Context: an optimization exercise on an open-source flow, tuned for small area, a short achievable clock period and few clock cycles per item. The choices shown serve that exercise and are no tape-out recipe.

==> exp/umber <==
==> flow/design.v (excerpt) <==
module lc4_pipe_top (
    input  logic        gwe,
    input  logic        i_rst,
    output logic [15:0] o_pc,
    input  logic [15:0] i_insn,
    output logic [15:0] o_dmem_addr,
    output logic        o_dmem_we,
    output logic [15:0] o_dmem_wdata,
    input  logic [15:0] i_dmem_rdata,
    output logic        o_wb_valid,
    output logic [15:0] o_wb_pc,
    output logic [15:0] o_wb_insn,
    output logic        o_wb_we,
    output logic [2:0]  o_wb_rd,
    output logic [15:0] o_wb_data
);
export LEC_CHECK = 0
export CAP_MARGIN = 20
export CORE_MARGIN = 2
export CORE_UTILIZATION = 40
export SETUP_SLACK_MARGIN = 5
export SLEW_MARGIN = 20
export TNS_END_PERCENT = 0
create_clock -name core_clock -period 9.0 [get_ports {gwe}]
standard.sh (not shown) runs the stock make flow with config.mk's settings and CLKGATE_MAP_FILE= SYNTH_SCRIPT=/design/flow/synth_recipe.tcl, a recipe that flattens the netlist after the stock synthesis.
==> flow/flow/run.sh <==
#!/bin/bash
# The standard layout, with every input and output port buffered by a
# plain buffer (buf_2) instead of the default delay-cell buffer.
set -euo pipefail
export BUFFER_PORTS_ARGS="-buffer_cell sky130_fd_sc_hd__buf_2"
bash standard.sh > standard.log 2>&1
==> inputs of exp/willow, as changes to exp/umber <==
--- a/flow/design.v
+++ b/flow/design.v
@@ -358,33 +358,48 @@
     output logic        o_wb_we,
     output logic [2:0]  o_wb_rd,
     output logic [15:0] o_wb_data
 );
     logic        stall;
     logic [15:0] pc;
+    logic        f_valid;
+    logic [15:0] f_insn;
     logic        x_valid;
     logic [15:0] x_insn, xa, xb;                 
     logic        x_am, x_aw, x_bm, x_bw;       
     logic        x_sub, x_imm, x_imm_s;        
     logic        x_ssum;                       
-    logic        m_valid, m_we, m_ld, m_st, m_mul, m_ph, m_busy, m_sbyp;
+    logic        m_valid, m_we, m_ld, m_st, m_mul, m_busy, m_sbyp;
     logic [15:0] m_insn, m_res, m_b;
     logic        w_valid, w_we;
     logic [15:0] w_insn, w_data, w_pc;
+    always_ff @(posedge gwe) begin
+        if (i_rst) begin
+            pc      <= 16'h8200;
+            f_valid <= 1'b0;
+        end else if (!stall) begin
+            pc      <= pc + 16'd1;
+            f_valid <= 1'b1;
+        end
+    end
+    always_ff @(posedge gwe) begin
+        if (!stall) f_insn <= i_insn;
+    end
+    assign o_pc = pc;
     logic [3:0]  f_op;
     logic        f_arith, f_logic, f_str, f_hic, f_uses_a, f_uses_b;
     logic [2:0]  f_a_idx, f_b_idx;
-    assign f_op     = i_insn[15:12];
+    assign f_op     = f_insn[15:12];
     assign f_arith  = (f_op == 4'b0001);
     assign f_logic  = (f_op == 4'b0101);
     assign f_str    = (f_op == 4'b0111);
     assign f_hic    = (f_op == 4'b1101);
-    assign f_a_idx  = i_insn[8:6];
-    assign f_b_idx  = (i_insn[14] && i_insn[12] && (i_insn[13] || i_insn[15])) ? i_insn[11:9] : i_insn[2:0];
+    assign f_a_idx  = f_insn[8:6];
+    assign f_b_idx  = (f_insn[14] && f_insn[12] && (f_insn[13] || f_insn[15])) ? f_insn[11:9] : f_insn[2:0];
     assign f_uses_a = f_arith || f_logic || (f_op == 4'b0110) || f_str || (f_op == 4'b1010);
-    assign f_uses_b = ((f_arith || f_logic) && !i_insn[5]) || f_str || f_hic;
+    assign f_uses_b = ((f_arith || f_logic) && !f_insn[5]) || f_str || f_hic;
     logic [15:0] regs [8];
     logic [15:0] rf_wd, f_a, f_b;
     logic        w_wr;
     assign w_wr  = w_valid && w_we;
     assign rf_wd = i_rst ? 16'd0 : w_data;
     always_ff @(posedge gwe) begin
@@ -406,23 +421,18 @@
                    op_shift ? !(x_insn[5] && x_insn[4]) :
                    (op_logic || op_ldr || op == 4'b1001 || op == 4'b1101);
     assign x_fwd = x_valid && x_we && !op_ldr;
     assign x_mul = op_arith && x_insn[5:3] == 3'b001;
     logic [15:0] a, b, opbx;
     logic        f_sub, f_am, f_bm;
-    assign f_sub = f_arith && i_insn[5:3] == 3'b010;
+    assign f_sub = f_arith && f_insn[5:3] == 3'b010;
     assign f_am  = x_fwd && x_insn[11:9] == f_a_idx;
     assign f_bm  = x_fwd && x_insn[11:9] == f_b_idx;
     always_ff @(posedge gwe) begin
-        if (i_rst) begin
-            pc      <= 16'h8200;
-            x_valid <= 1'b0;
-        end else if (!stall) begin
-            pc      <= pc + 16'd1;
-            x_valid <= 1'b1;
-        end
+        if (i_rst)       x_valid <= 1'b0;
+        else if (!stall) x_valid <= f_valid;
     end
     always_ff @(posedge gwe) begin
         if (m_busy) begin
             xa   <= a;
             xb   <= opbx;
             x_aw <= 1'b0;
@@ -432,36 +442,34 @@
             xb   <= opbx;
             x_am <= 1'b0;
             x_bm <= 1'b0;
             x_aw <= x_am;
             x_bw <= x_bm;
         end else begin
-            x_insn  <= i_insn;
+            x_insn  <= f_insn;
             xa      <= f_a;
             xb      <= f_b ^ {16{f_sub}};
             x_am    <= f_uses_a && f_am;
             x_bm    <= f_uses_b && f_bm;
             x_aw    <= f_uses_a && !f_am && m_valid && m_we && m_insn[11:9] == f_a_idx;
             x_bw    <= f_uses_b && !f_bm && m_valid && m_we && m_insn[11:9] == f_b_idx;
             x_sub   <= f_sub;
-            x_imm   <= (f_arith && i_insn[5]) || f_op == 4'b0110 || f_str;
-            x_imm_s <= (f_op == 4'b0110 || f_str) ? i_insn[5] : i_insn[4];
-            x_ssum  <= (f_arith && i_insn[5:3] != 3'b001) || f_op == 4'b0110 || f_str;
+            x_imm   <= (f_arith && f_insn[5]) || f_op == 4'b0110 || f_str;
+            x_imm_s <= (f_op == 4'b0110 || f_str) ? f_insn[5] : f_insn[4];
+            x_ssum  <= (f_arith && f_insn[5:3] != 3'b001) || f_op == 4'b0110 || f_str;
         end
     end
-    assign o_pc = pc;
     logic [15:0] sx;
     logic        x_ar, x_br;
     assign x_ar = !(x_am || x_aw);
     assign x_br = !(x_bm || x_bw);
     assign sx   = {16{x_sub}};
     assign a    = ({16{x_am}} & m_res) | ({16{x_aw}} & w_data) | ({16{x_ar}} & xa);
     assign b    = ({16{x_bm}} & m_res) | ({16{x_bw}} & w_data) | ({16{x_br}} & xb);
     assign opbx = ({16{x_bm}} & (m_res ^ sx)) | ({16{x_bw}} & (w_data ^ sx)) | ({16{x_br}} & xb);
-    assign m_busy = m_mul && !m_ph;
-    assign stall  = m_mul && (!m_ph || x_am || x_bm);
+    assign stall  = m_busy || (m_mul && (x_am || x_bm));
     logic [15:0] imm5, imm9, opb, sum;
     logic [16:0] sum17;
     assign imm5  = {{11{x_insn[4]}}, x_insn[4:0]};
     assign imm9  = {{7{x_insn[8]}}, x_insn[8:0]};
     assign opb   = x_imm ? {{11{x_imm_s}}, x_insn[4:0]} : opbx;
     assign sum17 = {a, 1'b1} + {opb, x_sub};
@@ -497,15 +505,15 @@
     end
     always_ff @(posedge gwe) begin
         if (i_rst) begin
             m_valid <= 1'b0;
             m_st    <= 1'b0;
             m_mul   <= 1'b0;
-            m_ph    <= 1'b0;
+            m_busy  <= 1'b0;
         end else begin
-            m_ph    <= m_busy;
+            m_busy  <= !m_busy && x_valid && !stall && x_mul;
             if (!m_busy) begin
                 m_valid <= x_valid && !stall;
                 m_st    <= x_valid && !stall && op_str;
                 m_mul   <= x_valid && !stall && x_mul;
             end
         end
==> inputs of exp/raven, as changes to exp/umber <==
--- a/flow/design.v
+++ b/flow/design.v
@@ -356,43 +356,65 @@
     output logic [15:0] o_wb_pc,
     output logic [15:0] o_wb_insn,
     output logic        o_wb_we,
     output logic [2:0]  o_wb_rd,
     output logic [15:0] o_wb_data
 );
-    logic        stall;
+    logic        stall;                        
     logic [15:0] pc;
+    logic        f_valid;
+    logic [15:0] f_insn;
+    logic [2:0]  f_b_idx;                      
+    logic        f_sub;
     logic        x_valid;
     logic [15:0] x_insn, xa, xb;                 
     logic        x_am, x_aw, x_bm, x_bw;       
     logic        x_sub, x_imm, x_imm_s;        
-    logic        x_ssum;                       
-    logic        m_valid, m_we, m_ld, m_st, m_mul, m_ph, m_busy, m_sbyp;
+    logic        x_s_sum, x_s_log, x_s_imm9, x_s_sh, x_s_hic;
+    logic        m_valid, m_we, m_ld, m_st, m_mul, m_busy, m_sbyp;
     logic [15:0] m_insn, m_res, m_b;
     logic        w_valid, w_we;
     logic [15:0] w_insn, w_data, w_pc;
+    always_ff @(posedge gwe) begin
+        if (i_rst) begin
+            pc      <= 16'h8200;
+            f_valid <= 1'b0;
+        end else if (!stall) begin
+            pc      <= pc + 16'd1;
+            f_valid <= 1'b1;
+        end
+    end
+    always_ff @(posedge gwe) begin
+        if (!stall) begin
+            f_insn  <= i_insn;
+            f_b_idx <= (i_insn[14] && i_insn[12] && (i_insn[13] || i_insn[15])) ? i_insn[11:9] : i_insn[2:0];
+            f_sub   <= i_insn[15:12] == 4'b0001 && i_insn[5:3] == 3'b010;
+        end
+    end
+    assign o_pc = pc;
     logic [3:0]  f_op;
     logic        f_arith, f_logic, f_str, f_hic, f_uses_a, f_uses_b;
-    logic [2:0]  f_a_idx, f_b_idx;
-    assign f_op     = i_insn[15:12];
+    logic [2:0]  f_a_idx;
+    assign f_op     = f_insn[15:12];
     assign f_arith  = (f_op == 4'b0001);
     assign f_logic  = (f_op == 4'b0101);
     assign f_str    = (f_op == 4'b0111);
     assign f_hic    = (f_op == 4'b1101);
-    assign f_a_idx  = i_insn[8:6];
-    assign f_b_idx  = (i_insn[14] && i_insn[12] && (i_insn[13] || i_insn[15])) ? i_insn[11:9] : i_insn[2:0];
+    assign f_a_idx  = f_insn[8:6];
     assign f_uses_a = f_arith || f_logic || (f_op == 4'b0110) || f_str || (f_op == 4'b1010);
-    assign f_uses_b = ((f_arith || f_logic) && !i_insn[5]) || f_str || f_hic;
+    assign f_uses_b = ((f_arith || f_logic) && !f_insn[5]) || f_str || f_hic;
+    logic rst_q;
+    always_ff @(posedge gwe) rst_q <= i_rst;
     logic [15:0] regs [8];
     logic [15:0] rf_wd, f_a, f_b;
     logic        w_wr;
     assign w_wr  = w_valid && w_we;
-    assign rf_wd = i_rst ? 16'd0 : w_data;
+    assign rf_wd = rst_q ? 16'd0 : w_data;
     always_ff @(posedge gwe) begin
         for (int i = 0; i < 8; i++) begin
-            if (i_rst || (w_wr && w_insn[11:9] == 3'(i))) regs[i] <= rf_wd;
+            if (rst_q || (w_wr && w_insn[11:9] == 3'(i))) regs[i] <= rf_wd;
         end
     end
     assign f_a = (w_wr && w_insn[11:9] == f_a_idx) ? w_data : regs[f_a_idx];
     assign f_b = (w_wr && w_insn[11:9] == f_b_idx) ? w_data : regs[f_b_idx];
     logic [3:0] op;
     logic       op_arith, op_logic, op_ldr, op_str, op_shift, x_we, x_fwd, x_mul;
@@ -405,24 +427,19 @@
     assign x_we  = op_arith ? (x_insn[5] || !(x_insn[4] && x_insn[3])) :
                    op_shift ? !(x_insn[5] && x_insn[4]) :
                    (op_logic || op_ldr || op == 4'b1001 || op == 4'b1101);
     assign x_fwd = x_valid && x_we && !op_ldr;
     assign x_mul = op_arith && x_insn[5:3] == 3'b001;
     logic [15:0] a, b, opbx;
-    logic        f_sub, f_am, f_bm;
-    assign f_sub = f_arith && i_insn[5:3] == 3'b010;
+    logic [15:0] mt_r0, mt_r1, mt_r2, m_ma, m_c;
+    logic        f_am, f_bm;
     assign f_am  = x_fwd && x_insn[11:9] == f_a_idx;
     assign f_bm  = x_fwd && x_insn[11:9] == f_b_idx;
     always_ff @(posedge gwe) begin
-        if (i_rst) begin
-            pc      <= 16'h8200;
-            x_valid <= 1'b0;
-        end else if (!stall) begin
-            pc      <= pc + 16'd1;
-            x_valid <= 1'b1;
-        end
+        if (i_rst)       x_valid <= 1'b0;
+        else if (!stall) x_valid <= f_valid;
     end
     always_ff @(posedge gwe) begin
         if (m_busy) begin
             xa   <= a;
             xb   <= opbx;
             x_aw <= 1'b0;
@@ -432,36 +449,43 @@
             xb   <= opbx;
             x_am <= 1'b0;
             x_bm <= 1'b0;
             x_aw <= x_am;
             x_bw <= x_bm;
         end else begin
-            x_insn  <= i_insn;
+            x_insn  <= f_insn;
             xa      <= f_a;
             xb      <= f_b ^ {16{f_sub}};
             x_am    <= f_uses_a && f_am;
             x_bm    <= f_uses_b && f_bm;
             x_aw    <= f_uses_a && !f_am && m_valid && m_we && m_insn[11:9] == f_a_idx;
             x_bw    <= f_uses_b && !f_bm && m_valid && m_we && m_insn[11:9] == f_b_idx;
             x_sub   <= f_sub;
-            x_imm   <= (f_arith && i_insn[5]) || f_op == 4'b0110 || f_str;
-            x_imm_s <= (f_op == 4'b0110 || f_str) ? i_insn[5] : i_insn[4];
-            x_ssum  <= (f_arith && i_insn[5:3] != 3'b001) || f_op == 4'b0110 || f_str;
+            x_imm   <= (f_arith && f_insn[5]) || f_op == 4'b0110 || f_str;
+            x_imm_s <= (f_op == 4'b0110 || f_str) ? f_insn[5] : f_insn[4];
+            x_s_sum  <= (f_arith && f_insn[5:3] != 3'b001) || f_op == 4'b0110 || f_str;
+            x_s_log  <= f_logic;
+            x_s_imm9 <= f_op == 4'b1001;
+            x_s_sh   <= f_op == 4'b1010;
+            x_s_hic  <= f_hic;
         end
     end
-    assign o_pc = pc;
     logic [15:0] sx;
     logic        x_ar, x_br;
     assign x_ar = !(x_am || x_aw);
     assign x_br = !(x_bm || x_bw);
     assign sx   = {16{x_sub}};
     assign a    = ({16{x_am}} & m_res) | ({16{x_aw}} & w_data) | ({16{x_ar}} & xa);
     assign b    = ({16{x_bm}} & m_res) | ({16{x_bw}} & w_data) | ({16{x_br}} & xb);
     assign opbx = ({16{x_bm}} & (m_res ^ sx)) | ({16{x_bw}} & (w_data ^ sx)) | ({16{x_br}} & xb);
-    assign m_busy = m_mul && !m_ph;
-    assign stall  = m_mul && (!m_ph || x_am || x_bm);
+    logic stall_next;
+    assign stall_next = m_busy ? (x_am || x_bm) : !stall && x_valid && x_mul;
+    always_ff @(posedge gwe) begin
+        if (i_rst) stall <= 1'b0;
+        else       stall <= stall_next;
+    end
     logic [15:0] imm5, imm9, opb, sum;
     logic [16:0] sum17;
     assign imm5  = {{11{x_insn[4]}}, x_insn[4:0]};
     assign imm9  = {{7{x_insn[8]}}, x_insn[8:0]};
     assign opb   = x_imm ? {{11{x_imm_s}}, x_insn[4:0]} : opbx;
     assign sum17 = {a, 1'b1} + {opb, x_sub};
@@ -473,59 +497,56 @@
         for (int i = 0; i < 16; i++) sh_in[i] = sh_left ? a[15-i] : a[i];
     end
     assign sh_r = 16'($signed({x_insn[4] & a[15], sh_in}) >>> x_insn[3:0]);
     always_comb begin
         for (int i = 0; i < 16; i++) sh_out[i] = sh_left ? sh_r[15-i] : sh_r[i];
     end
-    logic [15:0] oth;
+    logic [15:0] lg;
     always_comb begin
-        case (op)
-            4'b0001: oth = a;
-            4'b0101: begin
-                if (x_insn[5]) oth = a & imm5;
-                else case (x_insn[4:3])
-                    2'b00:   oth = a & b;
-                    2'b01:   oth = ~a;
-                    2'b10:   oth = a | b;
-                    default: oth = a ^ b;
-                endcase
-            end
-            4'b1001: oth = imm9;
-            4'b1010: oth = sh_out;
-            4'b1101: oth = {x_insn[7:0], b[7:0]};
-            default: oth = a;
+        if (x_insn[5]) lg = a & imm5;
+        else case (x_insn[4:3])
+            2'b00:   lg = a & b;
+            2'b01:   lg = ~a;
+            2'b10:   lg = a | b;
+            default: lg = a ^ b;
         endcase
     end
+    logic [15:0] res;
+    assign res = ({16{x_s_sum}}  & sum)
+               | ({16{x_s_log}}  & lg)
+               | ({16{x_s_imm9}} & imm9)
+               | ({16{x_s_sh}}   & sh_out)
+               | ({16{x_s_hic}}  & {x_insn[7:0], b[7:0]});
     always_ff @(posedge gwe) begin
         if (i_rst) begin
             m_valid <= 1'b0;
             m_st    <= 1'b0;
             m_mul   <= 1'b0;
-            m_ph    <= 1'b0;
+            m_busy  <= 1'b0;
         end else begin
-            m_ph    <= m_busy;
+            m_busy  <= !m_busy && x_valid && !stall && x_mul;
             if (!m_busy) begin
                 m_valid <= x_valid && !stall;
                 m_st    <= x_valid && !stall && op_str;
                 m_mul   <= x_valid && !stall && x_mul;
             end
         end
     end
-    logic [15:0] mt_r0, mt_r1, mt_r2, m_c;
     always_ff @(posedge gwe) begin
         if (!stall) begin
             m_insn <= x_insn;
             m_we   <= x_we;
             m_ld   <= op_ldr;
             m_sbyp <= op_str && m_valid && m_ld && m_insn[11:9] == x_insn[11:9];
         end
-        m_res <= (x_ssum && !m_busy) ? sum : m_busy ? mt_r0 : oth;
+        m_res <= res;
+        m_ma  <= m_busy ? mt_r0 : a;
         m_b   <= m_busy ? mt_r1 : b;
         m_c   <= mt_r2;
     end
-    lc4_mul16 u_mul (.a(m_res), .b(m_b), .r0(mt_r0), .r1(mt_r1), .r2(mt_r2));
+    lc4_mul16 u_mul (.a(m_ma), .b(m_b), .r0(mt_r0), .r1(mt_r1), .r2(mt_r2));
     assign o_dmem_addr  = m_res;
     assign o_dmem_we    = m_st;
     assign o_dmem_wdata = m_sbyp ? w_data : m_b;
     always_ff @(posedge gwe) begin
         if (i_rst) begin
             w_valid <= 1'b0;
@@ -535,13 +556,13 @@
             if (w_valid) w_pc <= w_pc + 16'd1;
         end
     end
     always_ff @(posedge gwe) begin
         w_insn <= m_insn;
         w_we   <= m_we;
-        w_data <= m_ld ? i_dmem_rdata : m_mul ? m_res + m_b + m_c : m_res;
+        w_data <= m_ld ? i_dmem_rdata : m_mul ? m_ma + m_b + m_c : m_res;
     end
     assign o_wb_valid = w_valid;
     assign o_wb_pc    = w_pc;
     assign o_wb_insn  = w_insn;
     assign o_wb_we    = w_we;
     assign o_wb_rd    = w_insn[11:9];
ABC_AREA = 1   (was unset)
TNS_END_PERCENT = 100   (was 0)
==> impl_metrics.toml <==
[power_and_ir_drop]
p_int_w = 0.003675

[grt]
grt_pass1_vias = 20890

[placement]
place.gp.congestion = 0.9812
dp_cells = 3746

[worst_setup_path]
critPathLaunch = "w_data[13]$_DFF_P_"

[clocking]
clock_latency_ns = 0.62

[outcome]
outcome = "finished clean"
-- figures above: exp/raven

==> impl_metrics.toml <==
[power_and_ir_drop]
p_int_w = 0.003965

[placement]
dp_cells = 2916
place.gp.congestion = 1.007

[grt]
grt_pass1_vias = 17600

[outcome]
outcome = "finished clean"

[clocking]
post_cts_buffers = 0
clock_latency_ns = 0.57

[worst_setup_path]
critPathLaunch = "x_am$_SDFFCE_PP0N_"
cp_max_fo = 12

[floorplan]
initial_core_util_pct = 40.51

[timing]
relSlewSlack_pct = 29.54
-- figures above: exp/umber

==> impl_metrics.toml <==
[outcome]
outcome = "finished clean"

[clocking]
cts_buffer_depth = 3

[grt]
grt_pass1_vias = 17970

[placement]
dp_cells = 3053
place.gp.congestion = 0.9135

[worst_setup_path]
critPathLaunch = "m_res[7]$_DFF_P_"

[power_and_ir_drop]
p_int_w = 0.003985
-- figures above: exp/willow

Function was not checked in any run of this note: the RTL went through the layout flow alone.

## separate check: timing with driven ports
The results above use ideal ports. As a check the final layouts listed here were re-extracted and re-timed, cells and wires unchanged.
Step 1, drivers: a clkbuf_16 drives gwe and a buf_2 each remaining input, both assumed.
Step 2, shift: input delay + t, output delay - t, t = (earliest + latest rising clock arrival at the registers) / 2. This alone moves slack from input paths to output paths.
a / b / c = ideal ports / drivers / drivers and shift; a / b = the first two.
run	t (ns)	slack for setup (ns)	worst setup path at the end	worst slew at a driven data input, ns	cell pins on the clock port's net
exp/umber	0.617	4.960 / 4.960 / 4.540	input to register	0.06	1
exp/willow	0.631	5.159 / 5.159 / 5.159	register to register	0.05	1
exp/raven	0.661	5.053 / 4.989 / 5.437	register to register	0.07	1
After both steps every run listed still meets setup and hold. The setup slack of exp/umber, which loses most, moves by 0.000 ns with the drivers and by -0.420 ns with both steps.
